This design comes from an exercise in tuning for a short achievable clock period and few clock cycles per item on the open sky130 flow, not from production work.
In this exercise RTL edits were held to simulation tests only and were not proved equivalent to the original.

## flow/design.v (module list and top-level ports; edited modules follow where they fit)
// module mg_a21oi: 3 lines
// module mg_inv: 3 lines
// module mg_nand2: 3 lines
// module mg_nor2: 3 lines
// module mg_o21ai: 3 lines
// module mg_or2: 3 lines
// module mg_xnor2: 3 lines
// module mg_xor2: 3 lines
// module array_multiplier: 3655 lines
module array_multiplier (
	input  logic        clk,
	input  logic        reset,
	input  logic        in_valid,
	input  logic [15:0] x,
	input  logic [15:0] y,
	output logic        product_valid,
	output logic [31:0] product
);
  // ...
==> flow/run.sh <==
#!/bin/bash
# synth_recipe.tcl (not shown) runs the flow's synth.tcl, then flattens the netlist and writes it again
# the make line also repeats each setting of config.mk as NAME=value (left out here)
make -C /OpenROAD-flow-scripts/flow DESIGN_CONFIG=/design/flow/config.mk WORK_HOME=/design/flow/orfs CLKGATE_MAP_FILE= SYNTH_SCRIPT=/design/flow/synth_recipe.tcl finish
==> flow/config.mk <==
export PLATFORM = sky130hd
export DESIGN_NAME = array_multiplier
export DESIGN_NICKNAME = array_multiplier
export VERILOG_FILES = /design/flow/design.v
export SDC_FILE = /design/flow/constraint.sdc
export NUM_CORES = 4
export LEC_CHECK = 0
export CAP_MARGIN = 20
export CORE_MARGIN = 2
export CORE_UTILIZATION = 40
export SETUP_SLACK_MARGIN = 3.5
export SLEW_MARGIN = 20
export SYNTH_HIERARCHICAL = 1
==> flow/constraint.sdc <==
create_clock -name core_clock -period 6.0 [get_ports {clk}]
set_input_delay 1.2000 -clock core_clock [delete_from_list [all_inputs] [get_ports {clk}]]
set_output_delay 1.2000 -clock core_clock [all_outputs]
set_load 0.01 [all_outputs]
==> flow_summary.yaml, run 1 <==
status:
  status: "no timing/DRC/antenna violations"
yosys:
  yosysTopAreaCell: "dfxtp_1"
  synth_top_area_share_pct: 34.1
  syn_avg_cell_area_sq_um: 7.37
worst_setup_path:
  crit_fanout: 1
  regToRegSetupSlack_ns: 3.52
  path_cells: "a21oi_4 > xnor2_2 > buf_2"
  path_delay_family: "flip-flops"
clocking:
  holdBufCountCts: 0
  post_cts_buffers: 10
  clk_latency_ns: 0.54
  cts-root-buf: "clkbuf_16"
global_route:
  met3_usage_pct: 2.55
  grt_use_total_pct: 19.9
  grt-ovfl-total: 0
  antenna_found_initial: 0
sta:
  drv_slew: 0
final_layout:
  fillers: 3274
  buffers: 102
  layout_commonest_cell: "nand2_1"
routing:
  via_per_inst: 4.66
  routed_wl_mm: 35.8
place:
  hpwlAfterDp_mm: 26.8
die:
  die_x_microns: 188
Testbench counts, summed over its fixed seeds: cycles 6,392, products 3,200.
==> inputs of run 2 (changes only) <==
--- a/flow/design.v
+++ b/flow/design.v
@@ -688,9 +688,9 @@
 	logic w_n637;
 	logic w_n638;
 	logic w_n639;
+	logic r1_n639;
 	logic w_n640;
 	logic w_n641;
-	logic r1_n641;
 	logic w_n642;
 	logic w_n643;
 	logic w_n644;
@@ -699,13 +699,13 @@
 	logic w_n647;
 	logic w_n648;
 	logic w_n649;
-	logic r1_n649;
 	logic w_n650;
 	logic w_n651;
 	logic r1_n651;
 	logic w_n652;
 	logic w_n653;
 	logic w_n654;
+	logic r1_n654;
 	logic w_n655;
 	logic w_n656;
 	logic w_n657;
@@ -716,7 +716,6 @@
 	logic w_n662;
 	logic w_n663;
 	logic w_n664;
-	logic r1_n664;
 	logic w_n665;
 	logic w_n666;
 	logic r1_n666;
@@ -726,6 +725,7 @@
 	logic r1_n669;
 	logic w_n670;
 	logic w_n671;
+	logic r1_n671;
 	logic w_n672;
 	logic w_n673;
 	logic w_n674;
@@ -735,16 +735,17 @@
 	logic w_n677;
 	logic w_n678;
 	logic w_n679;
-	logic r1_n679;
 	logic w_n680;
 	logic r1_n680;
 	logic w_n681;
 	logic w_n682;
+	logic r1_n682;
 	logic w_n683;
+	logic r1_n683;
 	logic w_n684;
-	logic r1_n684;
 	logic w_n685;
 	logic w_n686;
+	logic r1_n686;
 	logic w_n687;
 	logic w_n688;
 	logic w_n689;
@@ -754,16 +755,17 @@
 	logic w_n692;
 	logic w_n693;
 	logic w_n694;
-	logic r1_n694;
 	logic w_n695;
 	logic r1_n695;
 	logic w_n696;
 	logic w_n697;
+	logic r1_n697;
 	logic w_n698;
+	logic r1_n698;
 	logic w_n699;
-	logic r1_n699;
 	logic w_n700;
 	logic w_n701;
+	logic r1_n701;
 	logic w_n702;
 	logic w_n703;
 	logic w_n704;
@@ -773,16 +775,17 @@
 	logic w_n707;
 	logic w_n708;
 	logic w_n709;
-	logic r1_n709;
 	logic w_n710;
 	logic r1_n710;
 	logic w_n711;
 	logic w_n712;
+	logic r1_n712;
 	logic w_n713;
+	logic r1_n713;
 	logic w_n714;
-	logic r1_n714;
 	logic w_n715;
 	logic w_n716;
+	logic r1_n716;
 	logic w_n717;
 	logic w_n718;
 	logic w_n719;
@@ -792,6 +795,7 @@
 	logic w_n722;
 	logic w_n723;
 	logic w_n724;
+	logic r1_n724;
 	logic w_n725;
 	logic w_n726;
 	logic r1_n726;
@@ -806,7 +810,6 @@
 	logic w_n734;
 	logic w_n735;
 	logic w_n736;
-	logic r1_n736;
 	logic w_n737;
 	logic w_n738;
 	logic w_n739;
@@ -831,7 +834,6 @@
 	logic w_n757;
 	logic w_n758;
 	logic w_n759;
-	logic r1_n759;
 	logic w_n760;
 	logic w_n761;
 	logic w_n762;
@@ -844,6 +846,7 @@
 	logic w_n769;
 	logic w_n770;
 	logic w_n771;
+	logic r1_n771;
 	logic w_n772;
 	logic w_n773;
 	logic w_n774;
@@ -916,9 +919,9 @@
 	logic w_n841;
 	logic w_n842;
 	logic w_n843;
-	logic r1_n843;
 	logic w_n844;
 	logic w_n845;
+	logic r1_n845;
 	logic w_n846;
 	logic w_n847;
 	logic w_n848;
@@ -928,9 +931,9 @@
 	logic w_n851;
 	logic w_n852;
 	logic w_n853;
-	logic r1_n853;
 	logic w_n854;
 	logic w_n855;
+	logic r1_n855;
 	logic w_n856;
 	logic w_n857;
 	logic w_n858;
@@ -940,9 +943,9 @@
 	logic w_n861;
 	logic w_n862;
 	logic w_n863;
-	logic r1_n863;
 	logic w_n864;
 	logic w_n865;
+	logic r1_n865;
 	logic w_n866;
 	logic w_n867;
 	logic w_n868;
@@ -965,7 +968,6 @@
 	logic w_n881;
 	logic r1_n881;
 	logic w_n882;
-	logic r1_n882;
 	logic w_n883;
 	logic w_n884;
 	logic w_n885;
@@ -980,22 +982,21 @@
 	logic w_n891;
 	logic r1_n891;
 	logic w_n892;
-	logic r1_n892;
 	logic w_n893;
 	logic w_n894;
 	logic r1_n894;
 	logic w_n895;
 	logic w_n896;
+	logic r1_n896;
 	logic w_n897;
+	logic r1_n897;
 	logic w_n898;
-	logic r1_n898;
 	logic w_n899;
 	logic r1_n899;
 	logic w_n900;
 	logic w_n901;
 	logic r1_n901;
 	logic w_n902;
-	logic r1_n902;
 	logic w_n903;
 	logic w_n904;
 	logic r1_n904;
@@ -1003,7 +1004,6 @@
 	logic w_n906;
 	logic r1_n906;
 	logic w_n907;
-	logic r1_n907;
 	logic w_n908;
 	logic w_n909;
 	logic r1_n909;
@@ -1011,7 +1011,6 @@
 	logic w_n911;
 	logic r1_n911;
 	logic w_n912;
-	logic r1_n912;
 	logic w_n913;
 	logic w_n914;
 	logic r1_n914;
@@ -1019,7 +1018,6 @@
 	logic w_n916;
 	logic r1_n916;
 	logic w_n917;
-	logic r1_n917;
 	logic w_n918;
 	logic w_n919;
 	logic w_n920;
@@ -1033,7 +1031,6 @@
 	logic w_n926;
 	logic r1_n926;
 	logic w_n927;
-	logic r1_n927;
 	logic w_n928;
 	logic w_n929;
 	logic w_n930;
@@ -1046,7 +1043,6 @@
 	logic w_n936;
 	logic r1_n936;
 	logic w_n937;
-	logic r1_n937;
 	logic w_n938;
 	logic w_n939;
 	logic w_n940;
@@ -1059,7 +1055,6 @@
 	logic w_n946;
 	logic r1_n946;
 	logic w_n947;
-	logic r1_n947;
 	logic w_n948;
 	logic w_n949;
 	logic w_n950;
@@ -1071,16 +1066,16 @@
 	logic r1_n954;
 	logic w_n955;
 	logic w_n956;
+	logic r1_n956;
 	logic w_n957;
+	logic r1_n957;
 	logic w_n958;
-	logic r1_n958;
 	logic w_n959;
 	logic r1_n959;
 	logic w_n960;
 	logic w_n961;
 	logic r1_n961;
 	logic w_n962;
-	logic r1_n962;
 	logic w_n963;
 	logic w_n964;
 	logic w_n965;
@@ -1088,16 +1083,17 @@
 	logic w_n966;
 	logic w_n967;
 	logic w_n968;
+	logic r1_n968;
 	logic w_n969;
 	logic r1_n969;
 	logic w_n970;
 	logic w_n971;
 	logic r1_n971;
 	logic w_n972;
-	logic r1_n972;
 	logic w_n973;
 	logic w_n974;
 	logic w_n975;
+	logic r1_n975;
 	logic w_n976;
 	logic w_n977;
 	logic w_n978;
@@ -1107,7 +1103,6 @@
 	logic w_n981;
 	logic r1_n981;
 	logic w_n982;
-	logic r1_n982;
 	logic w_n983;
 	logic w_n984;
 	logic w_n985;
@@ -1195,7 +1190,6 @@
 	logic w_n1058;
 	logic r1_n1058;
 	logic w_n1059;
-	logic r1_n1059;
 	logic w_n1060;
 	logic w_n1061;
 	logic r1_n1061;
@@ -1203,7 +1197,6 @@
 	logic w_n1063;
 	logic r1_n1063;
 	logic w_n1064;
-	logic r1_n1064;
 	logic w_n1065;
 	logic w_n1066;
 	logic r1_n1066;
@@ -1211,7 +1204,6 @@
 	logic w_n1068;
 	logic r1_n1068;
 	logic w_n1069;
-	logic r1_n1069;
 	logic w_n1070;
 	logic w_n1071;
 	logic r1_n1071;
@@ -1219,12 +1211,10 @@
 	logic w_n1073;
 	logic r1_n1073;
 	logic w_n1074;
-	logic r1_n1074;
 	logic w_n1075;
 	logic w_n1076;
 	logic w_n1077;
 	logic w_n1078;
-	logic r1_n1078;
 	logic w_n1079;
 	logic w_n1080;
 	logic w_n1081;
@@ -1268,7 +1258,6 @@
 	logic w_n1119;
 	logic w_n1120;
 	logic w_n1121;
-	logic r1_n1121;
 	logic w_n1122;
 	logic w_n1123;
 	logic r1_n1123;
@@ -1280,7 +1269,6 @@
 	logic w_n1128;
 	logic r1_n1128;
 	logic w_n1129;
-	logic r1_n1129;
 	logic w_n1130;
 	logic w_n1131;
 	logic r1_n1131;
@@ -1288,23 +1276,23 @@
 	logic w_n1133;
 	logic r1_n1133;
 	logic w_n1134;
-	logic r1_n1134;
 	logic w_n1135;
 	logic w_n1136;
 	logic r1_n1136;
 	logic w_n1137;
 	logic w_n1138;
+	logic r1_n1138;
 	logic w_n1139;
+	logic r1_n1139;
 	logic w_n1140;
-	logic r1_n1140;
 	logic w_n1141;
 	logic w_n1142;
 	logic w_n1143;
 	logic w_n1144;
 	logic w_n1145;
-	logic r1_n1145;
 	logic w_n1146;
 	logic w_n1147;
+	logic r1_n1147;
 	logic w_n1148;
 	logic w_n1149;
 	logic w_n1150;
@@ -1342,16 +1330,16 @@
 	logic r1_n1178;
 	logic w_n1179;
 	logic w_n1180;
+	logic r1_n1180;
 	logic w_n1181;
+	logic r1_n1181;
 	logic w_n1182;
-	logic r1_n1182;
 	logic w_n1183;
 	logic r1_n1183;
 	logic w_n1184;
 	logic w_n1185;
 	logic r1_n1185;
 	logic w_n1186;
-	logic r1_n1186;
 	logic w_n1187;
 	logic w_n1188;
 	logic w_n1189;
@@ -1452,7 +1440,6 @@
 	logic w_n1280;
 	logic r1_n1280;
 	logic w_n1281;
-	logic r1_n1281;
 	logic w_n1282;
 	logic w_n1283;
 	logic w_n1284;
@@ -1460,13 +1447,16 @@
 	logic w_n1285;
 	logic w_n1286;
 	logic w_n1287;
+	logic r1_n1287;
 	logic w_n1288;
 	logic w_n1289;
+	logic r1_n1289;
 	logic w_n1290;
 	logic w_n1291;
 	logic w_n1292;
 	logic w_n1293;
 	logic r1_n1293;
+	logic r2_n1293;
 	logic w_n1294;
 	logic r1_n1294;
 	logic r2_n1294;
@@ -1477,12 +1467,12 @@
 	logic w_n1299;
 	logic r1_n1299;
 	logic w_n1300;
+	logic r1_n1300;
 	logic w_n1301;
 	logic r1_n1301;
 	logic w_n1302;
 	logic r1_n1302;
 	logic w_n1303;
-	logic r1_n1303;
 	logic w_n1304;
 	logic w_n1305;
 	logic w_n1306;
@@ -1544,7 +1534,6 @@
 	logic w_n1349;
 	logic r1_n1349;
 	logic w_n1350;
-	logic r1_n1350;
 	logic r2_n1350;
 	logic w_n1351;
 	logic r1_n1351;
@@ -1564,7 +1553,6 @@
 	logic r1_n1358;
 	logic w_n1359;
 	logic w_n1360;
-	logic r1_n1360;
 	logic w_n1361;
 	logic w_n1362;
 	logic w_n1363;
@@ -1621,7 +1609,6 @@
 	logic r1_n1412;
 	logic r2_n1412;
 	logic w_n1413;
-	logic r1_n1413;
 	logic r2_n1413;
 	logic w_n1414;
 	logic r1_n1414;
@@ -1738,7 +1725,6 @@
 	logic w_n1520;
 	logic r2_n1520;
 	logic w_n1521;
-	logic r1_n1521;
 	logic w_n1522;
 	logic r2_n1522;
 	logic w_n1523;
@@ -1750,7 +1736,9 @@
 	logic w_n1526;
 	logic r2_n1526;
 	logic w_n1528;
+	logic r2_n1528;
 	logic w_n1529;
+	logic r2_n1529;
 	logic w_n1530;
 	logic r2_n1530;
 	logic w_n1531;
@@ -1804,7 +1792,6 @@
 	logic w_n1555;
 	logic r2_n1555;
 	logic w_n1556;
-	logic r2_n1556;
 	logic w_n1557;
 	logic w_n1558;
 	logic w_n1559;
@@ -1836,7 +1823,6 @@
 	logic r1_n1576;
 	logic r2_n1576;
 	logic w_n1577;
-	logic r1_n1577;
 	logic r2_n1577;
 	logic w_n1578;
 	logic r2_n1578;
@@ -2528,7 +2514,7 @@
 	mg_xor2 g_n681 (r1_n680, r1_n450, w_n681);
 	mg_nand2 g_n682 (w_n445, w_n433, w_n682);
 	mg_nand2 g_n683 (w_n680, w_n450, w_n683);
-	mg_nand2 g_n684 (w_n682, w_n683, w_n684);
+	mg_nand2 g_n684 (r1_n682, r1_n683, w_n684);
 	mg_xor2 g_n685 (w_n438, w_n443, w_n685);
 	mg_xor2 g_n686 (w_n685, w_n455, w_n686);
 	mg_nand2 g_n687 (w_n438, w_n443, w_n687);
@@ -2543,7 +2529,7 @@
 	mg_xor2 g_n696 (r1_n695, r1_n470, w_n696);
 	mg_nand2 g_n697 (w_n448, w_n453, w_n697);
 	mg_nand2 g_n698 (w_n695, w_n470, w_n698);
-	mg_nand2 g_n699 (w_n697, w_n698, w_n699);
+	mg_nand2 g_n699 (r1_n697, r1_n698, w_n699);
 	mg_xor2 g_n700 (w_n458, w_n463, w_n700);
 	mg_xor2 g_n701 (w_n700, w_n468, w_n701);
 	mg_nand2 g_n702 (w_n458, w_n463, w_n702);
@@ -2558,7 +2544,7 @@
 	mg_xor2 g_n711 (r1_n710, r1_n490, w_n711);
 	mg_nand2 g_n712 (w_n332, w_n473, w_n712);
 	mg_nand2 g_n713 (w_n710, w_n490, w_n713);
-	mg_nand2 g_n714 (w_n712, w_n713, w_n714);
+	mg_nand2 g_n714 (r1_n712, r1_n713, w_n714);
 	mg_xor2 g_n715 (w_n335, w_n478, w_n715);
 	mg_xor2 g_n716 (w_n715, w_n483, w_n716);
 	mg_nand2 g_n717 (w_n335, w_n478, w_n717);
@@ -2723,111 +2709,111 @@
 	mg_nand2 g_n876 (w_n599, w_n611, w_n876);
 	mg_nand2 g_n877 (w_n874, w_n604, w_n877);
 	mg_nand2 g_n878 (w_n876, w_n877, w_n878);
-	mg_xor2 g_n879 (w_n616, w_n609, w_n879);
+	mg_xor2 g_n879 (w_n609, w_n616, w_n879);
 	mg_xor2 g_n880 (r1_n879, r1_n621, w_n880);
-	mg_nand2 g_n881 (w_n616, w_n609, w_n881);
-	mg_nand2 g_n882 (w_n879, w_n621, w_n882);
-	mg_nand2 g_n883 (r1_n881, r1_n882, w_n883);
+	mg_nand2 g_n881 (w_n609, w_n616, w_n881);
+	mg_nand2 g_n882 (r1_n879, r1_n621, w_n882);
+	mg_nand2 g_n883 (r1_n881, w_n882, w_n883);
 	mg_xor2 g_n884 (w_n614, w_n626, w_n884);
 	mg_xor2 g_n885 (w_n884, w_n619, w_n885);
 	mg_nand2 g_n886 (w_n614, w_n626, w_n886);
 	mg_nand2 g_n887 (w_n884, w_n619, w_n887);
 	mg_nand2 g_n888 (w_n886, w_n887, w_n888);
-	mg_xor2 g_n889 (w_n631, w_n624, w_n889);
+	mg_xor2 g_n889 (w_n624, w_n631, w_n889);
 	mg_xor2 g_n890 (r1_n889, r1_n636, w_n890);
-	mg_nand2 g_n891 (w_n631, w_n624, w_n891);
-	mg_nand2 g_n892 (w_n889, w_n636, w_n892);
-	mg_nand2 g_n893 (r1_n891, r1_n892, w_n893);
+	mg_nand2 g_n891 (w_n624, w_n631, w_n891);
+	mg_nand2 g_n892 (r1_n889, r1_n636, w_n892);
+	mg_nand2 g_n893 (r1_n891, w_n892, w_n893);
 	mg_xor2 g_n894 (w_n629, w_n634, w_n894);
-	mg_xor2 g_n895 (r1_n894, r1_n641, w_n895);
+	mg_xor2 g_n895 (r1_n894, r1_n639, w_n895);
 	mg_nand2 g_n896 (w_n629, w_n634, w_n896);
-	mg_nand2 g_n897 (w_n894, w_n641, w_n897);
-	mg_nand2 g_n898 (w_n896, w_n897, w_n898);
-	mg_xor2 g_n899 (w_n639, w_n646, w_n899);
+	mg_nand2 g_n897 (w_n894, w_n639, w_n897);
+	mg_nand2 g_n898 (r1_n896, r1_n897, w_n898);
+	mg_xor2 g_n899 (w_n641, w_n646, w_n899);
 	mg_xor2 g_n900 (r1_n899, r1_n651, w_n900);
-	mg_nand2 g_n901 (w_n639, w_n646, w_n901);
-	mg_nand2 g_n902 (w_n899, w_n651, w_n902);
-	mg_nand2 g_n903 (r1_n901, r1_n902, w_n903);
-	mg_xor2 g_n904 (w_n644, w_n656, w_n904);
-	mg_xor2 g_n905 (r1_n904, r1_n649, w_n905);
-	mg_nand2 g_n906 (w_n644, w_n656, w_n906);
-	mg_nand2 g_n907 (w_n904, w_n649, w_n907);
-	mg_nand2 g_n908 (r1_n906, r1_n907, w_n908);
-	mg_xor2 g_n909 (w_n654, w_n661, w_n909);
+	mg_nand2 g_n901 (w_n641, w_n646, w_n901);
+	mg_nand2 g_n902 (r1_n899, r1_n651, w_n902);
+	mg_nand2 g_n903 (r1_n901, w_n902, w_n903);
+	mg_xor2 g_n904 (w_n644, w_n649, w_n904);
+	mg_xor2 g_n905 (r1_n904, r1_n654, w_n905);
+	mg_nand2 g_n906 (w_n644, w_n649, w_n906);
+	mg_nand2 g_n907 (r1_n904, r1_n654, w_n907);
+	mg_nand2 g_n908 (r1_n906, w_n907, w_n908);
+	mg_xor2 g_n909 (w_n656, w_n661, w_n909);
 	mg_xor2 g_n910 (r1_n909, r1_n666, w_n910);
-	mg_nand2 g_n911 (w_n654, w_n661, w_n911);
-	mg_nand2 g_n912 (w_n909, w_n666, w_n912);
-	mg_nand2 g_n913 (r1_n911, r1_n912, w_n913);
-	mg_xor2 g_n914 (w_n659, w_n671, w_n914);
-	mg_xor2 g_n915 (r1_n914, r1_n664, w_n915);
-	mg_nand2 g_n916 (w_n659, w_n671, w_n916);
-	mg_nand2 g_n917 (w_n914, w_n664, w_n917);
-	mg_nand2 g_n918 (r1_n916, r1_n917, w_n918);
+	mg_nand2 g_n911 (w_n656, w_n661, w_n911);
+	mg_nand2 g_n912 (r1_n909, r1_n666, w_n912);
+	mg_nand2 g_n913 (r1_n911, w_n912, w_n913);
+	mg_xor2 g_n914 (w_n659, w_n664, w_n914);
+	mg_xor2 g_n915 (r1_n914, r1_n671, w_n915);
+	mg_nand2 g_n916 (w_n659, w_n664, w_n916);
+	mg_nand2 g_n917 (r1_n914, r1_n671, w_n917);
+	mg_nand2 g_n918 (r1_n916, w_n917, w_n918);
 	mg_xor2 g_n919 (r1_n676, r1_n669, w_n919);
 	mg_xor2 g_n920 (w_n919, w_n681, w_n920);
 	mg_nand2 g_n921 (w_n676, w_n669, w_n921);
 	mg_nand2 g_n922 (w_n919, w_n681, w_n922);
 	mg_nand2 g_n923 (r1_n921, w_n922, w_n923);
-	mg_xor2 g_n924 (w_n674, w_n686, w_n924);
-	mg_xor2 g_n925 (r1_n924, r1_n679, w_n925);
-	mg_nand2 g_n926 (w_n674, w_n686, w_n926);
-	mg_nand2 g_n927 (w_n924, w_n679, w_n927);
-	mg_nand2 g_n928 (r1_n926, r1_n927, w_n928);
-	mg_xor2 g_n929 (r1_n691, r1_n684, w_n929);
+	mg_xor2 g_n924 (w_n674, w_n679, w_n924);
+	mg_xor2 g_n925 (r1_n924, r1_n686, w_n925);
+	mg_nand2 g_n926 (w_n674, w_n679, w_n926);
+	mg_nand2 g_n927 (r1_n924, r1_n686, w_n927);
+	mg_nand2 g_n928 (r1_n926, w_n927, w_n928);
+	mg_xor2 g_n929 (r1_n691, w_n684, w_n929);
 	mg_xor2 g_n930 (w_n929, w_n696, w_n930);
-	mg_nand2 g_n931 (r1_n691, r1_n684, w_n931);
+	mg_nand2 g_n931 (r1_n691, w_n684, w_n931);
 	mg_nand2 g_n932 (w_n929, w_n696, w_n932);
 	mg_nand2 g_n933 (w_n931, w_n932, w_n933);
-	mg_xor2 g_n934 (w_n689, w_n701, w_n934);
-	mg_xor2 g_n935 (r1_n934, r1_n694, w_n935);
-	mg_nand2 g_n936 (w_n689, w_n701, w_n936);
-	mg_nand2 g_n937 (w_n934, w_n694, w_n937);
-	mg_nand2 g_n938 (r1_n936, r1_n937, w_n938);
-	mg_xor2 g_n939 (r1_n706, r1_n699, w_n939);
+	mg_xor2 g_n934 (w_n689, w_n694, w_n934);
+	mg_xor2 g_n935 (r1_n934, r1_n701, w_n935);
+	mg_nand2 g_n936 (w_n689, w_n694, w_n936);
+	mg_nand2 g_n937 (r1_n934, r1_n701, w_n937);
+	mg_nand2 g_n938 (r1_n936, w_n937, w_n938);
+	mg_xor2 g_n939 (r1_n706, w_n699, w_n939);
 	mg_xor2 g_n940 (w_n939, w_n711, w_n940);
-	mg_nand2 g_n941 (r1_n706, r1_n699, w_n941);
+	mg_nand2 g_n941 (r1_n706, w_n699, w_n941);
 	mg_nand2 g_n942 (w_n939, w_n711, w_n942);
 	mg_nand2 g_n943 (w_n941, w_n942, w_n943);
-	mg_xor2 g_n944 (w_n704, w_n716, w_n944);
-	mg_xor2 g_n945 (r1_n944, r1_n709, w_n945);
-	mg_nand2 g_n946 (w_n704, w_n716, w_n946);
-	mg_nand2 g_n947 (w_n944, w_n709, w_n947);
-	mg_nand2 g_n948 (r1_n946, r1_n947, w_n948);
+	mg_xor2 g_n944 (w_n704, w_n709, w_n944);
+	mg_xor2 g_n945 (r1_n944, r1_n716, w_n945);
+	mg_nand2 g_n946 (w_n704, w_n709, w_n946);
+	mg_nand2 g_n947 (r1_n944, r1_n716, w_n947);
+	mg_nand2 g_n948 (r1_n946, w_n947, w_n948);
 	mg_xor2 g_n949 (r1_n721, r1_n726, w_n949);
-	mg_xor2 g_n950 (w_n949, r1_n714, w_n950);
+	mg_xor2 g_n950 (w_n949, w_n714, w_n950);
 	mg_nand2 g_n951 (w_n721, w_n726, w_n951);
-	mg_nand2 g_n952 (w_n949, r1_n714, w_n952);
+	mg_nand2 g_n952 (w_n949, w_n714, w_n952);
 	mg_nand2 g_n953 (r1_n951, w_n952, w_n953);
 	mg_xor2 g_n954 (w_n731, w_n719, w_n954);
-	mg_xor2 g_n955 (r1_n954, r1_n736, w_n955);
+	mg_xor2 g_n955 (r1_n954, r1_n724, w_n955);
 	mg_nand2 g_n956 (w_n731, w_n719, w_n956);
-	mg_nand2 g_n957 (w_n954, w_n736, w_n957);
-	mg_nand2 g_n958 (w_n956, w_n957, w_n958);
-	mg_xor2 g_n959 (w_n724, w_n741, w_n959);
+	mg_nand2 g_n957 (w_n954, w_n724, w_n957);
+	mg_nand2 g_n958 (r1_n956, r1_n957, w_n958);
+	mg_xor2 g_n959 (w_n736, w_n741, w_n959);
 	mg_xor2 g_n960 (r1_n959, r1_n729, w_n960);
-	mg_nand2 g_n961 (w_n724, w_n741, w_n961);
-	mg_nand2 g_n962 (w_n959, w_n729, w_n962);
-	mg_nand2 g_n963 (r1_n961, r1_n962, w_n963);
+	mg_nand2 g_n961 (w_n736, w_n741, w_n961);
+	mg_nand2 g_n962 (r1_n959, r1_n729, w_n962);
+	mg_nand2 g_n963 (r1_n961, w_n962, w_n963);
 	mg_xor2 g_n964 (w_n746, w_n734, w_n964);
 	mg_xor2 g_n965 (w_n964, w_n739, w_n965);
 	mg_nand2 g_n966 (w_n746, w_n734, w_n966);
 	mg_nand2 g_n967 (w_n964, w_n739, w_n967);
 	mg_nand2 g_n968 (w_n966, w_n967, w_n968);
-	mg_xor2 g_n969 (w_n751, w_n744, w_n969);
+	mg_xor2 g_n969 (w_n744, w_n751, w_n969);
 	mg_xor2 g_n970 (r1_n969, r1_n756, w_n970);
-	mg_nand2 g_n971 (w_n751, w_n744, w_n971);
-	mg_nand2 g_n972 (w_n969, w_n756, w_n972);
-	mg_nand2 g_n973 (r1_n971, r1_n972, w_n973);
+	mg_nand2 g_n971 (w_n744, w_n751, w_n971);
+	mg_nand2 g_n972 (r1_n969, r1_n756, w_n972);
+	mg_nand2 g_n973 (r1_n971, w_n972, w_n973);
 	mg_xor2 g_n974 (w_n749, w_n761, w_n974);
 	mg_xor2 g_n975 (w_n974, w_n766, w_n975);
 	mg_nand2 g_n976 (w_n749, w_n761, w_n976);
 	mg_nand2 g_n977 (w_n974, w_n766, w_n977);
 	mg_nand2 g_n978 (w_n976, w_n977, w_n978);
-	mg_xor2 g_n979 (w_n754, w_n771, w_n979);
-	mg_xor2 g_n980 (r1_n979, r1_n759, w_n980);
-	mg_nand2 g_n981 (w_n754, w_n771, w_n981);
-	mg_nand2 g_n982 (w_n979, w_n759, w_n982);
-	mg_nand2 g_n983 (r1_n981, r1_n982, w_n983);
+	mg_xor2 g_n979 (w_n754, w_n759, w_n979);
+	mg_xor2 g_n980 (r1_n979, r1_n771, w_n980);
+	mg_nand2 g_n981 (w_n754, w_n759, w_n981);
+	mg_nand2 g_n982 (r1_n979, r1_n771, w_n982);
+	mg_nand2 g_n983 (r1_n981, w_n982, w_n983);
 	mg_xor2 g_n984 (w_n764, w_n769, w_n984);
 	mg_xor2 g_n985 (w_n984, w_n776, w_n985);
 	mg_nand2 g_n986 (w_n764, w_n769, w_n986);
@@ -2900,39 +2886,39 @@
 	mg_nand2 g_n1053 (w_n828, w_n833, w_n1053);
 	mg_nand2 g_n1054 (w_n1051, w_n835, w_n1054);
 	mg_nand2 g_n1055 (w_n1053, w_n1054, w_n1055);
-	mg_xor2 g_n1056 (w_n838, w_n845, w_n1056);
-	mg_xor2 g_n1057 (r1_n1056, r1_n843, w_n1057);
-	mg_nand2 g_n1058 (w_n838, w_n845, w_n1058);
-	mg_nand2 g_n1059 (w_n1056, w_n843, w_n1059);
-	mg_nand2 g_n1060 (r1_n1058, r1_n1059, w_n1060);
-	mg_xor2 g_n1061 (w_n848, w_n855, w_n1061);
-	mg_xor2 g_n1062 (r1_n1061, r1_n853, w_n1062);
-	mg_nand2 g_n1063 (w_n848, w_n855, w_n1063);
-	mg_nand2 g_n1064 (w_n1061, w_n853, w_n1064);
-	mg_nand2 g_n1065 (r1_n1063, r1_n1064, w_n1065);
-	mg_xor2 g_n1066 (w_n858, w_n865, w_n1066);
-	mg_xor2 g_n1067 (r1_n1066, r1_n863, w_n1067);
-	mg_nand2 g_n1068 (w_n858, w_n865, w_n1068);
-	mg_nand2 g_n1069 (w_n1066, w_n863, w_n1069);
-	mg_nand2 g_n1070 (r1_n1068, r1_n1069, w_n1070);
+	mg_xor2 g_n1056 (w_n838, w_n843, w_n1056);
+	mg_xor2 g_n1057 (r1_n1056, r1_n845, w_n1057);
+	mg_nand2 g_n1058 (w_n838, w_n843, w_n1058);
+	mg_nand2 g_n1059 (r1_n1056, r1_n845, w_n1059);
+	mg_nand2 g_n1060 (r1_n1058, w_n1059, w_n1060);
+	mg_xor2 g_n1061 (w_n848, w_n853, w_n1061);
+	mg_xor2 g_n1062 (r1_n1061, r1_n855, w_n1062);
+	mg_nand2 g_n1063 (w_n848, w_n853, w_n1063);
+	mg_nand2 g_n1064 (r1_n1061, r1_n855, w_n1064);
+	mg_nand2 g_n1065 (r1_n1063, w_n1064, w_n1065);
+	mg_xor2 g_n1066 (w_n858, w_n863, w_n1066);
+	mg_xor2 g_n1067 (r1_n1066, r1_n865, w_n1067);
+	mg_nand2 g_n1068 (w_n858, w_n863, w_n1068);
+	mg_nand2 g_n1069 (r1_n1066, r1_n865, w_n1069);
+	mg_nand2 g_n1070 (r1_n1068, w_n1069, w_n1070);
 	mg_xor2 g_n1071 (w_n868, w_n875, w_n1071);
 	mg_xor2 g_n1072 (r1_n1071, r1_n873, w_n1072);
 	mg_nand2 g_n1073 (w_n868, w_n875, w_n1073);
-	mg_nand2 g_n1074 (w_n1071, w_n873, w_n1074);
-	mg_nand2 g_n1075 (r1_n1073, r1_n1074, w_n1075);
+	mg_nand2 g_n1074 (r1_n1071, r1_n873, w_n1074);
+	mg_nand2 g_n1075 (r1_n1073, w_n1074, w_n1075);
 	mg_xor2 g_n1076 (r1_n878, r1_n885, w_n1076);
 	mg_xor2 g_n1077 (w_n1076, w_n883, w_n1077);
-	mg_nand2 g_n1078 (w_n878, w_n885, w_n1078);
+	mg_nand2 g_n1078 (r1_n878, r1_n885, w_n1078);
 	mg_nand2 g_n1079 (w_n1076, w_n883, w_n1079);
-	mg_nand2 g_n1080 (r1_n1078, w_n1079, w_n1080);
+	mg_nand2 g_n1080 (w_n1078, w_n1079, w_n1080);
 	mg_xor2 g_n1081 (r1_n888, w_n893, w_n1081);
 	mg_xor2 g_n1082 (w_n1081, w_n895, w_n1082);
 	mg_nand2 g_n1083 (r1_n888, w_n893, w_n1083);
 	mg_nand2 g_n1084 (w_n1081, w_n895, w_n1084);
 	mg_nand2 g_n1085 (w_n1083, w_n1084, w_n1085);
-	mg_xor2 g_n1086 (r1_n898, w_n903, w_n1086);
+	mg_xor2 g_n1086 (w_n898, w_n903, w_n1086);
 	mg_xor2 g_n1087 (w_n1086, w_n905, w_n1087);
-	mg_nand2 g_n1088 (r1_n898, w_n903, w_n1088);
+	mg_nand2 g_n1088 (w_n898, w_n903, w_n1088);
 	mg_nand2 g_n1089 (w_n1086, w_n905, w_n1089);
 	mg_nand2 g_n1090 (w_n1088, w_n1089, w_n1090);
 	mg_xor2 g_n1091 (w_n908, w_n913, w_n1091);
@@ -2951,40 +2937,40 @@
 	mg_nand2 g_n1104 (w_n1101, w_n933, w_n1104);
 	mg_nand2 g_n1105 (w_n1103, w_n1104, w_n1105);
 	mg_xor2 g_n1106 (w_n938, w_n945, w_n1106);
-	mg_xor2 g_n1107 (w_n1106, w_n943, w_n1107);
+	mg_xor2 g_n1107 (w_n1106, w_n950, w_n1107);
 	mg_nand2 g_n1108 (w_n938, w_n945, w_n1108);
-	mg_nand2 g_n1109 (w_n1106, w_n943, w_n1109);
+	mg_nand2 g_n1109 (w_n1106, w_n950, w_n1109);
 	mg_nand2 g_n1110 (w_n1108, w_n1109, w_n1110);
 	mg_xor2 g_n1111 (w_n948, w_n955, w_n1111);
 	mg_xor2 g_n1112 (w_n1111, w_n960, w_n1112);
 	mg_nand2 g_n1113 (w_n948, w_n955, w_n1113);
 	mg_nand2 g_n1114 (w_n1111, w_n960, w_n1114);
 	mg_nand2 g_n1115 (w_n1113, w_n1114, w_n1115);
-	mg_xor2 g_n1116 (r1_n965, r1_n958, w_n1116);
+	mg_xor2 g_n1116 (r1_n965, w_n958, w_n1116);
 	mg_xor2 g_n1117 (w_n1116, w_n963, w_n1117);
-	mg_nand2 g_n1118 (r1_n965, r1_n958, w_n1118);
+	mg_nand2 g_n1118 (r1_n965, w_n958, w_n1118);
 	mg_nand2 g_n1119 (w_n1116, w_n963, w_n1119);
 	mg_nand2 g_n1120 (w_n1118, w_n1119, w_n1120);
-	mg_xor2 g_n1121 (w_n975, w_n968, w_n1121);
-	mg_xor2 g_n1122 (r1_n1121, w_n973, w_n1122);
+	mg_xor2 g_n1121 (r1_n975, r1_n968, w_n1121);
+	mg_xor2 g_n1122 (w_n1121, w_n973, w_n1122);
 	mg_nand2 g_n1123 (w_n975, w_n968, w_n1123);
-	mg_nand2 g_n1124 (r1_n1121, w_n973, w_n1124);
+	mg_nand2 g_n1124 (w_n1121, w_n973, w_n1124);
 	mg_nand2 g_n1125 (r1_n1123, w_n1124, w_n1125);
-	mg_xor2 g_n1126 (w_n985, w_n978, w_n1126);
+	mg_xor2 g_n1126 (w_n978, w_n985, w_n1126);
 	mg_xor2 g_n1127 (r1_n1126, r1_n990, w_n1127);
-	mg_nand2 g_n1128 (w_n985, w_n978, w_n1128);
-	mg_nand2 g_n1129 (w_n1126, w_n990, w_n1129);
-	mg_nand2 g_n1130 (r1_n1128, r1_n1129, w_n1130);
+	mg_nand2 g_n1128 (w_n978, w_n985, w_n1128);
+	mg_nand2 g_n1129 (r1_n1126, r1_n990, w_n1129);
+	mg_nand2 g_n1130 (r1_n1128, w_n1129, w_n1130);
 	mg_xor2 g_n1131 (w_n988, w_n995, w_n1131);
 	mg_xor2 g_n1132 (r1_n1131, r1_n1000, w_n1132);
 	mg_nand2 g_n1133 (w_n988, w_n995, w_n1133);
-	mg_nand2 g_n1134 (w_n1131, w_n1000, w_n1134);
-	mg_nand2 g_n1135 (r1_n1133, r1_n1134, w_n1135);
+	mg_nand2 g_n1134 (r1_n1131, r1_n1000, w_n1134);
+	mg_nand2 g_n1135 (r1_n1133, w_n1134, w_n1135);
 	mg_xor2 g_n1136 (w_n1005, w_n998, w_n1136);
-	mg_xor2 g_n1137 (r1_n1136, r1_n1010, w_n1137);
+	mg_xor2 g_n1137 (r1_n1136, r1_n1003, w_n1137);
 	mg_nand2 g_n1138 (w_n1005, w_n998, w_n1138);
-	mg_nand2 g_n1139 (w_n1136, w_n1010, w_n1139);
-	mg_nand2 g_n1140 (w_n1138, w_n1139, w_n1140);
+	mg_nand2 g_n1139 (w_n1136, w_n1003, w_n1139);
+	mg_nand2 g_n1140 (r1_n1138, r1_n1139, w_n1140);
 	mg_xor2 g_n1141 (w_n1008, w_n1015, w_n1141);
 	mg_xor2 g_n1142 (w_n1141, w_n1020, w_n1142);
 	mg_nand2 g_n1143 (w_n1008, w_n1015, w_n1143);
@@ -3026,12 +3012,12 @@
 	mg_xor2 g_n1179 (r1_n1178, r1_n1047, w_n1179);
 	mg_nand2 g_n1180 (w_n830, w_n1045, w_n1180);
 	mg_nand2 g_n1181 (w_n1178, w_n1047, w_n1181);
-	mg_nand2 g_n1182 (w_n1180, w_n1181, w_n1182);
+	mg_nand2 g_n1182 (r1_n1180, r1_n1181, w_n1182);
 	mg_xor2 g_n1183 (w_n1050, w_n840, w_n1183);
 	mg_xor2 g_n1184 (r1_n1183, r1_n1052, w_n1184);
 	mg_nand2 g_n1185 (w_n1050, w_n840, w_n1185);
-	mg_nand2 g_n1186 (w_n1183, w_n1052, w_n1186);
-	mg_nand2 g_n1187 (r1_n1185, r1_n1186, w_n1187);
+	mg_nand2 g_n1186 (r1_n1183, r1_n1052, w_n1186);
+	mg_nand2 g_n1187 (r1_n1185, w_n1186, w_n1187);
 	mg_xor2 g_n1188 (r1_n850, r1_n1055, w_n1188);
 	mg_xor2 g_n1189 (w_n1188, w_n1057, w_n1189);
 	mg_nand2 g_n1190 (w_n850, w_n1055, w_n1190);
@@ -3082,10 +3068,10 @@
 	mg_nand2 g_n1235 (w_n940, w_n1100, w_n1235);
 	mg_nand2 g_n1236 (w_n1233, w_n1102, w_n1236);
 	mg_nand2 g_n1237 (w_n1235, w_n1236, w_n1237);
-	mg_xor2 g_n1238 (w_n950, w_n1105, w_n1238);
-	mg_xor2 g_n1239 (w_n1238, w_n1107, w_n1239);
-	mg_nand2 g_n1240 (w_n950, w_n1105, w_n1240);
-	mg_nand2 g_n1241 (w_n1238, w_n1107, w_n1241);
+	mg_xor2 g_n1238 (w_n943, w_n1107, w_n1238);
+	mg_xor2 g_n1239 (w_n1238, w_n1105, w_n1239);
+	mg_nand2 g_n1240 (w_n943, w_n1107, w_n1240);
+	mg_nand2 g_n1241 (w_n1238, w_n1105, w_n1241);
 	mg_nand2 g_n1242 (w_n1240, w_n1241, w_n1242);
 	mg_xor2 g_n1243 (w_n953, w_n1110, w_n1243);
 	mg_xor2 g_n1244 (w_n1243, w_n1112, w_n1244);
@@ -3112,21 +3098,21 @@
 	mg_nand2 g_n1265 (r1_n993, w_n1130, w_n1265);
 	mg_nand2 g_n1266 (w_n1263, w_n1132, w_n1266);
 	mg_nand2 g_n1267 (w_n1265, w_n1266, w_n1267);
-	mg_xor2 g_n1268 (r1_n1003, w_n1135, w_n1268);
+	mg_xor2 g_n1268 (r1_n1010, w_n1135, w_n1268);
 	mg_xor2 g_n1269 (w_n1268, w_n1137, w_n1269);
-	mg_nand2 g_n1270 (r1_n1003, w_n1135, w_n1270);
+	mg_nand2 g_n1270 (r1_n1010, w_n1135, w_n1270);
 	mg_nand2 g_n1271 (w_n1268, w_n1137, w_n1271);
 	mg_nand2 g_n1272 (w_n1270, w_n1271, w_n1272);
 	mg_xor2 g_n1273 (w_n1013, w_n1142, w_n1273);
-	mg_xor2 g_n1274 (r1_n1273, r1_n1140, w_n1274);
+	mg_xor2 g_n1274 (r1_n1273, w_n1140, w_n1274);
 	mg_nand2 g_n1275 (w_n1013, w_n1142, w_n1275);
-	mg_nand2 g_n1276 (r1_n1273, r1_n1140, w_n1276);
+	mg_nand2 g_n1276 (r1_n1273, w_n1140, w_n1276);
 	mg_nand2 g_n1277 (r1_n1275, w_n1276, w_n1277);
-	mg_xor2 g_n1278 (w_n1023, w_n1147, w_n1278);
-	mg_xor2 g_n1279 (r1_n1278, r1_n1145, w_n1279);
-	mg_nand2 g_n1280 (w_n1023, w_n1147, w_n1280);
-	mg_nand2 g_n1281 (w_n1278, w_n1145, w_n1281);
-	mg_nand2 g_n1282 (r1_n1280, r1_n1281, w_n1282);
+	mg_xor2 g_n1278 (w_n1023, w_n1145, w_n1278);
+	mg_xor2 g_n1279 (r1_n1278, r1_n1147, w_n1279);
+	mg_nand2 g_n1280 (w_n1023, w_n1145, w_n1280);
+	mg_nand2 g_n1281 (r1_n1278, r1_n1147, w_n1281);
+	mg_nand2 g_n1282 (r1_n1280, w_n1281, w_n1282);
 	mg_xor2 g_n1283 (w_n1028, w_n1152, w_n1283);
 	mg_xor2 g_n1284 (w_n1283, w_n1150, w_n1284);
 	mg_nand2 g_n1285 (w_n1028, w_n1152, w_n1285);
@@ -3147,12 +3133,12 @@
 	mg_xor2 g_n1300 (w_n1164, w_n1162, w_n1300);
 	mg_nor2 g_n1301 (w_n1169, w_n1167, w_n1301);
 	mg_xor2 g_n1302 (w_n1169, w_n1167, w_n1302);
-	mg_nor2 g_n1303 (w_n1174, w_n1172, w_n1303);
+	mg_nor2 g_n1303 (r1_n1174, r1_n1172, w_n1303);
 	mg_xor2 g_n1304 (r1_n1174, r1_n1172, w_n1304);
 	mg_nor2 g_n1305 (w_n1179, r1_n1177, w_n1305);
 	mg_xor2 g_n1306 (w_n1179, r1_n1177, w_n1306);
-	mg_nor2 g_n1307 (w_n1184, r1_n1182, w_n1307);
-	mg_xor2 g_n1308 (w_n1184, r1_n1182, w_n1308);
+	mg_nor2 g_n1307 (w_n1184, w_n1182, w_n1307);
+	mg_xor2 g_n1308 (w_n1184, w_n1182, w_n1308);
 	mg_nor2 g_n1309 (w_n1189, w_n1187, w_n1309);
 	mg_xor2 g_n1310 (w_n1189, w_n1187, w_n1310);
 	mg_nor2 g_n1311 (w_n1194, w_n1192, w_n1311);
@@ -3194,7 +3180,7 @@
 	mg_nor2 g_n1347 (r1_n1284, w_n1282, w_n1347);
 	mg_xor2 g_n1348 (r1_n1284, w_n1282, w_n1348);
 	mg_nor2 g_n1349 (w_n1289, w_n1287, w_n1349);
-	mg_xor2 g_n1350 (w_n1289, w_n1287, w_n1350);
+	mg_xor2 g_n1350 (r1_n1289, r1_n1287, w_n1350);
 	mg_nor2 g_n1351 (w_n287, w_n1292, w_n1351);
 	mg_xor2 g_n1352 (w_n287, w_n1292, w_n1352);
 	mg_a21oi g_n1353 (w_n1296, w_n1293, w_n1295, w_n1353);
@@ -3204,10 +3190,10 @@
 	mg_a21oi g_n1357 (w_n1300, w_n1297, w_n1299, w_n1357);
 	mg_nand2 g_n1358 (w_n1300, w_n1298, w_n1358);
 	mg_a21oi g_n1359 (r1_n1302, r1_n1299, r1_n1301, w_n1359);
-	mg_nand2 g_n1360 (w_n1302, w_n1300, w_n1360);
-	mg_a21oi g_n1361 (w_n1304, r1_n1301, r1_n1303, w_n1361);
+	mg_nand2 g_n1360 (r1_n1302, r1_n1300, w_n1360);
+	mg_a21oi g_n1361 (w_n1304, r1_n1301, w_n1303, w_n1361);
 	mg_nand2 g_n1362 (w_n1304, r1_n1302, w_n1362);
-	mg_a21oi g_n1363 (w_n1306, r1_n1303, w_n1305, w_n1363);
+	mg_a21oi g_n1363 (w_n1306, w_n1303, w_n1305, w_n1363);
 	mg_nand2 g_n1364 (w_n1306, w_n1304, w_n1364);
 	mg_a21oi g_n1365 (w_n1308, w_n1305, w_n1307, w_n1365);
 	mg_nand2 g_n1366 (w_n1308, w_n1306, w_n1366);
@@ -3251,20 +3237,20 @@
 	mg_nand2 g_n1404 (w_n1346, w_n1344, w_n1404);
 	mg_a21oi g_n1405 (w_n1348, w_n1345, w_n1347, w_n1405);
 	mg_nand2 g_n1406 (w_n1348, w_n1346, w_n1406);
-	mg_a21oi g_n1407 (r1_n1350, w_n1347, r1_n1349, w_n1407);
-	mg_nand2 g_n1408 (r1_n1350, w_n1348, w_n1408);
+	mg_a21oi g_n1407 (w_n1350, w_n1347, r1_n1349, w_n1407);
+	mg_nand2 g_n1408 (w_n1350, w_n1348, w_n1408);
 	mg_a21oi g_n1409 (r1_n1352, r1_n1349, r1_n1351, w_n1409);
-	mg_nand2 g_n1410 (r1_n1352, r1_n1350, w_n1410);
+	mg_nand2 g_n1410 (r1_n1352, w_n1350, w_n1410);
 	mg_inv g_n1411 (w_n1293, w_n1411);
 	mg_o21ai g_n1412 (w_n1356, w_n1411, w_n1355, w_n1412);
-	mg_o21ai g_n1413 (w_n1358, w_n1353, w_n1357, w_n1413);
+	mg_o21ai g_n1413 (r1_n1358, r1_n1353, r1_n1357, w_n1413);
 	mg_nor2 g_n1414 (w_n1358, w_n1354, w_n1414);
-	mg_o21ai g_n1415 (r1_n1360, r1_n1355, w_n1359, w_n1415);
-	mg_nor2 g_n1416 (r1_n1360, r1_n1356, w_n1416);
+	mg_o21ai g_n1415 (w_n1360, r1_n1355, w_n1359, w_n1415);
+	mg_nor2 g_n1416 (w_n1360, r1_n1356, w_n1416);
 	mg_o21ai g_n1417 (w_n1362, r1_n1357, w_n1361, w_n1417);
 	mg_nor2 g_n1418 (w_n1362, r1_n1358, w_n1418);
 	mg_o21ai g_n1419 (w_n1364, w_n1359, w_n1363, w_n1419);
-	mg_nor2 g_n1420 (w_n1364, r1_n1360, w_n1420);
+	mg_nor2 g_n1420 (w_n1364, w_n1360, w_n1420);
 	mg_o21ai g_n1421 (w_n1366, w_n1361, w_n1365, w_n1421);
 	mg_nor2 g_n1422 (w_n1366, w_n1362, w_n1422);
 	mg_o21ai g_n1423 (w_n1368, w_n1363, w_n1367, w_n1423);
@@ -3315,7 +3301,7 @@
 	mg_inv g_n1468 (w_n1353, w_n1468);
 	mg_a21oi g_n1469 (w_n1418, r1_n1468, w_n1417, w_n1469);
 	mg_a21oi g_n1470 (w_n1420, r1_n1412, w_n1419, w_n1470);
-	mg_a21oi g_n1471 (w_n1422, r1_n1413, w_n1421, w_n1471);
+	mg_a21oi g_n1471 (w_n1422, w_n1413, w_n1421, w_n1471);
 	mg_nand2 g_n1472 (w_n1422, r1_n1414, w_n1472);
 	mg_a21oi g_n1473 (w_n1424, w_n1415, w_n1423, w_n1473);
 	mg_nand2 g_n1474 (w_n1424, w_n1416, w_n1474);
@@ -3366,7 +3352,7 @@
 	mg_inv g_n1519 (w_n1412, w_n1519);
 	mg_o21ai g_n1520 (w_n1478, r1_n1519, w_n1477, w_n1520);
 	mg_inv g_n1521 (w_n1413, w_n1521);
-	mg_o21ai g_n1522 (w_n1480, r1_n1521, w_n1479, w_n1522);
+	mg_o21ai g_n1522 (w_n1480, w_n1521, w_n1479, w_n1522);
 	mg_o21ai g_n1523 (w_n1482, w_n1467, w_n1481, w_n1523);
 	mg_o21ai g_n1524 (w_n1484, w_n1469, w_n1483, w_n1524);
 	mg_o21ai g_n1525 (w_n1486, w_n1470, w_n1485, w_n1525);
@@ -3399,7 +3385,7 @@
 	mg_nor2 g_n1553 (w_n1514, w_n1498, w_n1553);
 	mg_o21ai g_n1554 (w_n1516, w_n1499, w_n1515, w_n1554);
 	mg_nor2 g_n1555 (w_n1516, w_n1500, w_n1555);
-	mg_a21oi g_n1556 (w_n1529, r1_n1293, w_n1528, w_n1556);
+	mg_a21oi g_n1556 (r2_n1529, r2_n1293, r2_n1528, w_n1556);
 	mg_a21oi g_n1557 (r2_n1531, r2_n1468, r2_n1530, w_n1557);
 	mg_a21oi g_n1558 (r2_n1533, r2_n1412, r2_n1532, w_n1558);
 	mg_a21oi g_n1559 (r2_n1535, r2_n1413, r2_n1534, w_n1559);
@@ -3420,8 +3406,8 @@
 	mg_inv g_n1574 (w_n32, w_n1574);
 	mg_xor2 g_n1575 (w_n1296, w_n1293, w_n1575);
 	mg_xnor2 g_n1576 (w_n1298, w_n1353, w_n1576);
-	mg_xor2 g_n1577 (w_n1300, w_n1412, w_n1577);
-	mg_xor2 g_n1578 (r1_n1302, r1_n1413, w_n1578);
+	mg_xor2 g_n1577 (r1_n1300, r1_n1412, w_n1577);
+	mg_xor2 g_n1578 (r1_n1302, w_n1413, w_n1578);
 	mg_xnor2 g_n1579 (w_n1304, w_n1467, w_n1579);
 	mg_xnor2 g_n1580 (w_n1306, w_n1469, w_n1580);
 	mg_xnor2 g_n1581 (w_n1308, w_n1470, w_n1581);
@@ -3434,7 +3420,7 @@
 	mg_xor2 g_n1588 (w_n1322, w_n1524, w_n1588);
 	mg_xor2 g_n1589 (r2_n1324, r2_n1525, w_n1589);
 	mg_xor2 g_n1590 (r2_n1326, r2_n1526, w_n1590);
-	mg_xnor2 g_n1591 (r2_n1328, r2_n1556, w_n1591);
+	mg_xnor2 g_n1591 (r2_n1328, w_n1556, w_n1591);
 	mg_xnor2 g_n1592 (r2_n1330, w_n1557, w_n1592);
 	mg_xnor2 g_n1593 (r2_n1332, w_n1558, w_n1593);
 	mg_xnor2 g_n1594 (r2_n1334, w_n1559, w_n1594);
@@ -3454,83 +3440,78 @@
 		r1_n490 <= w_n490;
 		r1_n621 <= w_n621;
 		r1_n636 <= w_n636;
-		r1_n641 <= w_n641;
-		r1_n649 <= w_n649;
+		r1_n639 <= w_n639;
 		r1_n651 <= w_n651;
-		r1_n664 <= w_n664;
+		r1_n654 <= w_n654;
 		r1_n666 <= w_n666;
 		r1_n669 <= w_n669;
+		r1_n671 <= w_n671;
 		r1_n676 <= w_n676;
-		r1_n679 <= w_n679;
 		r1_n680 <= w_n680;
-		r1_n684 <= w_n684;
+		r1_n682 <= w_n682;
+		r1_n683 <= w_n683;
+		r1_n686 <= w_n686;
 		r1_n691 <= w_n691;
-		r1_n694 <= w_n694;
 		r1_n695 <= w_n695;
-		r1_n699 <= w_n699;
+		r1_n697 <= w_n697;
+		r1_n698 <= w_n698;
+		r1_n701 <= w_n701;
 		r1_n706 <= w_n706;
-		r1_n709 <= w_n709;
 		r1_n710 <= w_n710;
-		r1_n714 <= w_n714;
+		r1_n712 <= w_n712;
+		r1_n713 <= w_n713;
+		r1_n716 <= w_n716;
 		r1_n721 <= w_n721;
+		r1_n724 <= w_n724;
 		r1_n726 <= w_n726;
 		r1_n729 <= w_n729;
-		r1_n736 <= w_n736;
 		r1_n756 <= w_n756;
-		r1_n759 <= w_n759;
-		r1_n843 <= w_n843;
+		r1_n771 <= w_n771;
+		r1_n845 <= w_n845;
 		r1_n850 <= w_n850;
-		r1_n853 <= w_n853;
+		r1_n855 <= w_n855;
 		r1_n860 <= w_n860;
-		r1_n863 <= w_n863;
+		r1_n865 <= w_n865;
 		r1_n870 <= w_n870;
 		r1_n873 <= w_n873;
 		r1_n878 <= w_n878;
 		r1_n879 <= w_n879;
 		r1_n881 <= w_n881;
-		r1_n882 <= w_n882;
 		r1_n885 <= w_n885;
 		r1_n888 <= w_n888;
 		r1_n889 <= w_n889;
 		r1_n891 <= w_n891;
-		r1_n892 <= w_n892;
 		r1_n894 <= w_n894;
-		r1_n898 <= w_n898;
+		r1_n896 <= w_n896;
+		r1_n897 <= w_n897;
 		r1_n899 <= w_n899;
 		r1_n901 <= w_n901;
-		r1_n902 <= w_n902;
 		r1_n904 <= w_n904;
 		r1_n906 <= w_n906;
-		r1_n907 <= w_n907;
 		r1_n909 <= w_n909;
 		r1_n911 <= w_n911;
-		r1_n912 <= w_n912;
 		r1_n914 <= w_n914;
 		r1_n916 <= w_n916;
-		r1_n917 <= w_n917;
 		r1_n921 <= w_n921;
 		r1_n924 <= w_n924;
 		r1_n926 <= w_n926;
-		r1_n927 <= w_n927;
 		r1_n934 <= w_n934;
 		r1_n936 <= w_n936;
-		r1_n937 <= w_n937;
 		r1_n944 <= w_n944;
 		r1_n946 <= w_n946;
-		r1_n947 <= w_n947;
 		r1_n951 <= w_n951;
 		r1_n954 <= w_n954;
-		r1_n958 <= w_n958;
+		r1_n956 <= w_n956;
+		r1_n957 <= w_n957;
 		r1_n959 <= w_n959;
 		r1_n961 <= w_n961;
-		r1_n962 <= w_n962;
 		r1_n965 <= w_n965;
+		r1_n968 <= w_n968;
 		r1_n969 <= w_n969;
 		r1_n971 <= w_n971;
-		r1_n972 <= w_n972;
+		r1_n975 <= w_n975;
 		r1_n979 <= w_n979;
 		r1_n981 <= w_n981;
-		r1_n982 <= w_n982;
 		r1_n990 <= w_n990;
 		r1_n993 <= w_n993;
 		r1_n1000 <= w_n1000;
@@ -3541,50 +3522,45 @@
 		r1_n1055 <= w_n1055;
 		r1_n1056 <= w_n1056;
 		r1_n1058 <= w_n1058;
-		r1_n1059 <= w_n1059;
 		r1_n1061 <= w_n1061;
 		r1_n1063 <= w_n1063;
-		r1_n1064 <= w_n1064;
 		r1_n1066 <= w_n1066;
 		r1_n1068 <= w_n1068;
-		r1_n1069 <= w_n1069;
 		r1_n1071 <= w_n1071;
 		r1_n1073 <= w_n1073;
-		r1_n1074 <= w_n1074;
-		r1_n1078 <= w_n1078;
-		r1_n1121 <= w_n1121;
 		r1_n1123 <= w_n1123;
 		r1_n1126 <= w_n1126;
 		r1_n1128 <= w_n1128;
-		r1_n1129 <= w_n1129;
 		r1_n1131 <= w_n1131;
 		r1_n1133 <= w_n1133;
-		r1_n1134 <= w_n1134;
 		r1_n1136 <= w_n1136;
-		r1_n1140 <= w_n1140;
-		r1_n1145 <= w_n1145;
+		r1_n1138 <= w_n1138;
+		r1_n1139 <= w_n1139;
+		r1_n1147 <= w_n1147;
 		r1_n1172 <= w_n1172;
 		r1_n1174 <= w_n1174;
 		r1_n1177 <= w_n1177;
 		r1_n1178 <= w_n1178;
-		r1_n1182 <= w_n1182;
+		r1_n1180 <= w_n1180;
+		r1_n1181 <= w_n1181;
 		r1_n1183 <= w_n1183;
 		r1_n1185 <= w_n1185;
-		r1_n1186 <= w_n1186;
 		r1_n1190 <= w_n1190;
 		r1_n1273 <= w_n1273;
 		r1_n1275 <= w_n1275;
 		r1_n1278 <= w_n1278;
 		r1_n1280 <= w_n1280;
-		r1_n1281 <= w_n1281;
 		r1_n1284 <= w_n1284;
+		r1_n1287 <= w_n1287;
+		r1_n1289 <= w_n1289;
 		r1_n1293 <= w_n1293;
+		r2_n1293 <= r1_n1293;
 		r1_n1294 <= w_n1294;
 		r2_n1294 <= r1_n1294;
 		r1_n1299 <= w_n1299;
+		r1_n1300 <= w_n1300;
 		r1_n1301 <= w_n1301;
 		r1_n1302 <= w_n1302;
-		r1_n1303 <= w_n1303;
 		r2_n1324 <= w_n1324;
 		r2_n1326 <= w_n1326;
 		r2_n1328 <= w_n1328;
@@ -3599,8 +3575,7 @@
 		r2_n1346 <= w_n1346;
 		r2_n1348 <= w_n1348;
 		r1_n1349 <= w_n1349;
-		r1_n1350 <= w_n1350;
-		r2_n1350 <= r1_n1350;
+		r2_n1350 <= w_n1350;
 		r1_n1351 <= w_n1351;
 		r1_n1352 <= w_n1352;
 		r2_n1352 <= r1_n1352;
@@ -3609,12 +3584,10 @@
 		r1_n1356 <= w_n1356;
 		r1_n1357 <= w_n1357;
 		r1_n1358 <= w_n1358;
-		r1_n1360 <= w_n1360;
 		r1_n1411 <= w_n1411;
 		r1_n1412 <= w_n1412;
 		r2_n1412 <= r1_n1412;
-		r1_n1413 <= w_n1413;
-		r2_n1413 <= r1_n1413;
+		r2_n1413 <= w_n1413;
 		r1_n1414 <= w_n1414;
 		r1_n1468 <= w_n1468;
 		r2_n1468 <= r1_n1468;
@@ -3622,12 +3595,13 @@
 		r2_n1518 <= w_n1518;
 		r1_n1519 <= w_n1519;
 		r2_n1520 <= w_n1520;
-		r1_n1521 <= w_n1521;
 		r2_n1522 <= w_n1522;
 		r2_n1523 <= w_n1523;
 		r2_n1524 <= w_n1524;
 		r2_n1525 <= w_n1525;
 		r2_n1526 <= w_n1526;
+		r2_n1528 <= w_n1528;
+		r2_n1529 <= w_n1529;
 		r2_n1530 <= w_n1530;
 		r2_n1531 <= w_n1531;
 		r2_n1532 <= w_n1532;
@@ -3654,7 +3628,6 @@
 		r2_n1553 <= w_n1553;
 		r2_n1554 <= w_n1554;
 		r2_n1555 <= w_n1555;
-		r2_n1556 <= w_n1556;
 		r2_n1560 <= w_n1560;
 		r2_n1562 <= w_n1562;
 		r2_n1564 <= w_n1564;
@@ -3665,8 +3638,7 @@
 		r2_n1575 <= r1_n1575;
 		r1_n1576 <= w_n1576;
 		r2_n1576 <= r1_n1576;
-		r1_n1577 <= w_n1577;
-		r2_n1577 <= r1_n1577;
+		r2_n1577 <= w_n1577;
 		r2_n1578 <= w_n1578;
 		r2_n1579 <= w_n1579;
 		r2_n1580 <= w_n1580;
--- a/flow/config.mk
+++ b/flow/config.mk
@@ -8,6 +8,6 @@
 export CAP_MARGIN = 20
 export CORE_MARGIN = 2
 export CORE_UTILIZATION = 40
-export SETUP_SLACK_MARGIN = 3.5
+export SETUP_SLACK_MARGIN = 3.7
 export SLEW_MARGIN = 20
 export SYNTH_HIERARCHICAL = 1
==> flow_summary.yaml, run 2 <==
status:
  status: "no timing/DRC/antenna violations"
place:
  place_area_sq_um: 14600
  place_inst: 2299
  routabilityCongestion: 0.816
  hpwlAfterDp_mm: 25.4
  io_buffers: 67
yosys:
  synth.most_common_cell: "nand2_1"
  ys_ff_latch: 216
  synthArstFlopShare_pct: 0
  yosys_warnings: 7
  synth_top_area_share_pct: 32.7
  syn_area_sq_um: 13200
  yosysTopAreaCell: "dfxtp_1"
  synth_edf_count: 0
  syn_avg_cell_area_sq_um: 7.28
  synthTopCellsByArea: "dfxtp_1, xor2_1, nand2_1"
  synthesis.nets: 1854
  synth_flop_cell: "dfxtp_1"
  synth-seq-area-share_pct: 32.7
  yosys-top-cells-count: "nand2_1, xor2_1, dfxtp_1"
  synth_cell_type_count: 11
  synthCells: 1819
worst_setup_path:
  r2r_cells: 11
  cp.required_ns: 4.80
  cp.arrival_ns: 1.32
  endpoint_kind: "primary output"
  critical_path_class: "reg2out"
  crit_fanout: 1
  startpoint_type: "register"
routing:
  num_vias: 11500
  wire_per_inst_microns: 14.8
  ant_nets: 0
  drcViolationCount: 0
  dr.first_iter.drc_count: 501
  routed_wl_mm: 35.7
  via_per_inst: 4.74
  first_pass_iters: 4
clocking:
  cts_sinks: 216
  cts-root-buf: "clkbuf_16"
  clock_path_buffers: 3
  cts_buffers: 24
  cts_htree_levels: 1
  cts.clk_slew.worst_paths_ns: 0.06
  holdBufCountCts: 0
  clk_latency_ns: 0.51
  cts_tree: "yes"
final_layout:
  regArea_sq_um: 4390
  multiInputGateArea_sq_um: 10600
  drive_gt1_share_pct: 27.9
  fin_cells: 2419
  syn2layout_area_growth_pct: 34.3
  final_cell_mix: "nand2_1, xor2_1, dfxtp_1"
  max_flop_register: "valid_pipe"
  fin_area_sq_um: 17800
  largest_reg_flops: 2
  diodes: 0
  layout_commonest_cell: "nand2_1"
  fillers: 3020
  nets: 1995
sta:
  finalSetupViolations: 0
  layout_min_cycle_time_ns: 2.52
  slew_headroom_pct: 64.9
  max_freq_ghz: 0.397
  worst_pin_slew_ns: 0.525
  drv_slew: 0
  whs_ns: 0.325
  fin_skew_ns: 0.0108
  finalHoldViolations: 0
  period_share_pct: 42.0
  rsz0062_at_grt: "yes"
  timing.setup.tns_ns: 0
die:
  fp-row-count: 66
  die_x_microns: 186
  die_height_microns: 186
  ios: 68
  start_util_pct: 40.7
  die_area_sq_um: 34600
  core_region_area_sq_um: 32500
worst_hold_path:
  hp-class: "reg2reg"
  holdPathStages: 0
global_route:
  grt_use_total_pct: 20.2
  grt_max_degree: 17
  grt-ovfl-total: 0
  antenna_found_initial: 0
  grt_pass1_wl_mm: 54.4
  grt_pass1_vias: 10700
flow_run:
  cap_violations: 0
## run 2: worst paths after layout
check / from / to / slack, ns
setup / recovery: r2_n1468 / product[19] / 3.48
hold / removal: r1_n1575 / r2_n1575 / 0.33
setup reg to reg: r1_n721 / r2_n1532 / 3.50
hold reg to reg: r1_n1575 / r2_n1575 / 0.33
## run 2: cells by family (layout without fill, tap and decap cells)
| logic type | after synthesis | after routing | synth area share, % |
|---|---|---|---|
| AOI/OAI and AO/OA | 119 | 119 | 6.46 |
| xor gates and xnor gates | 464 | 464 | 30.7 |
| buffers and inverters | 42 | 200 | 2.10 |
| DFF | 216 | 216 | 32.7 |
| and+or+nand+nor | 978 | 978 | 28.1 |
## run 2: critical path: stages (launching register included)
cell,delay [ns]
dfxtp_2,0.32
a21oi_2,0.17
xnor2_2,0.15
buf_2,0.17
## run 2: cell type report
type / instances / share of cell area, %
Multi-Input combinational cell: 1561 / 59.5
Timing Repair Buffer: 147 / 7.30
Clock inverter: 10 / 1.18
Inverter: 10 / 0.211
Tap cell: 442 / 3.11
Clock buffer: 33 / 3.97
Sequential cell: 216 / 24.7
## run 2: metrics by stage
step	util (%)	setup slack, ns
finish	54.6	3.48
global route	54.6	3.38
CTS	50.4	3.46
detailed placement	44.8	2.18
global placement	44.8	2.16
floorplan	-	3.65
## run 2: Yosys stat by module (local to each module, per instance), excerpt
module	cells inside	cell area, sq um	copies in the design	flip-flops and latches
mg_inv	1	3.75	10	0
mg_xor2	1	8.76	431	0
mg_xnor2	1	8.76	33	0
array_multiplier	250	4580	1	216
mg_or2	1	6.26	15	0
mg_nor2	1	3.75	70	0
mg_a21oi	1	8.76	69	0
mg_o21ai	1	5.00	50	0
## run 2: what timing repair did
item	in CTS	in global routing
buffers inserted	46	30
cloned	1	0
setup endpoints to repair	212	127
gates resized for setup	411	227
endpoints found under the hold margin	0	0
pin swaps	91	130
## run 2: routing by layer
layer,wire (microns),vias up,GRT usage (%)
li1,-,5805,-
met1,16400,5355,27.4
met2,17100,243,33.9
met3,1580,55,2.35
met4,728,0,5.67
met5,0,-,0
Testbench counts of run 2, summed over its fixed seeds: cycles 6,392, products 3,200.

[re-timing with driven ports]
In the flow no input, the clock included, has a driving cell. The finished layouts below were timed again as built, in two steps. Step 1, drivers: a clkbuf_16 drives clk and a buf_2 each remaining input, both assumed. Step 2 also shifts input and output timing later by t, the mid clock arrival at the registers, as if the neighbouring blocks saw the same clock. Slacks: ideal / step 1 / step 2; pairs: ideal / step 1.
run | shift t [ns] | setup WS [ns] | clock arrival spread, ns | worst slew at a driven data input, ns
run 1 | 0.585 | 3.448 / 3.396 / 3.004 | 0.011 / 0.010 | 0.05
run 2 | 0.556 | 3.480 / 3.433 / 3.193 | 0.011 / 0.012 | 0.05
After both steps every run listed still meets setup and hold. For run 1, which loses most, drivers alone change the setup slack by -0.052 ns; drivers and shift together by -0.444 ns.
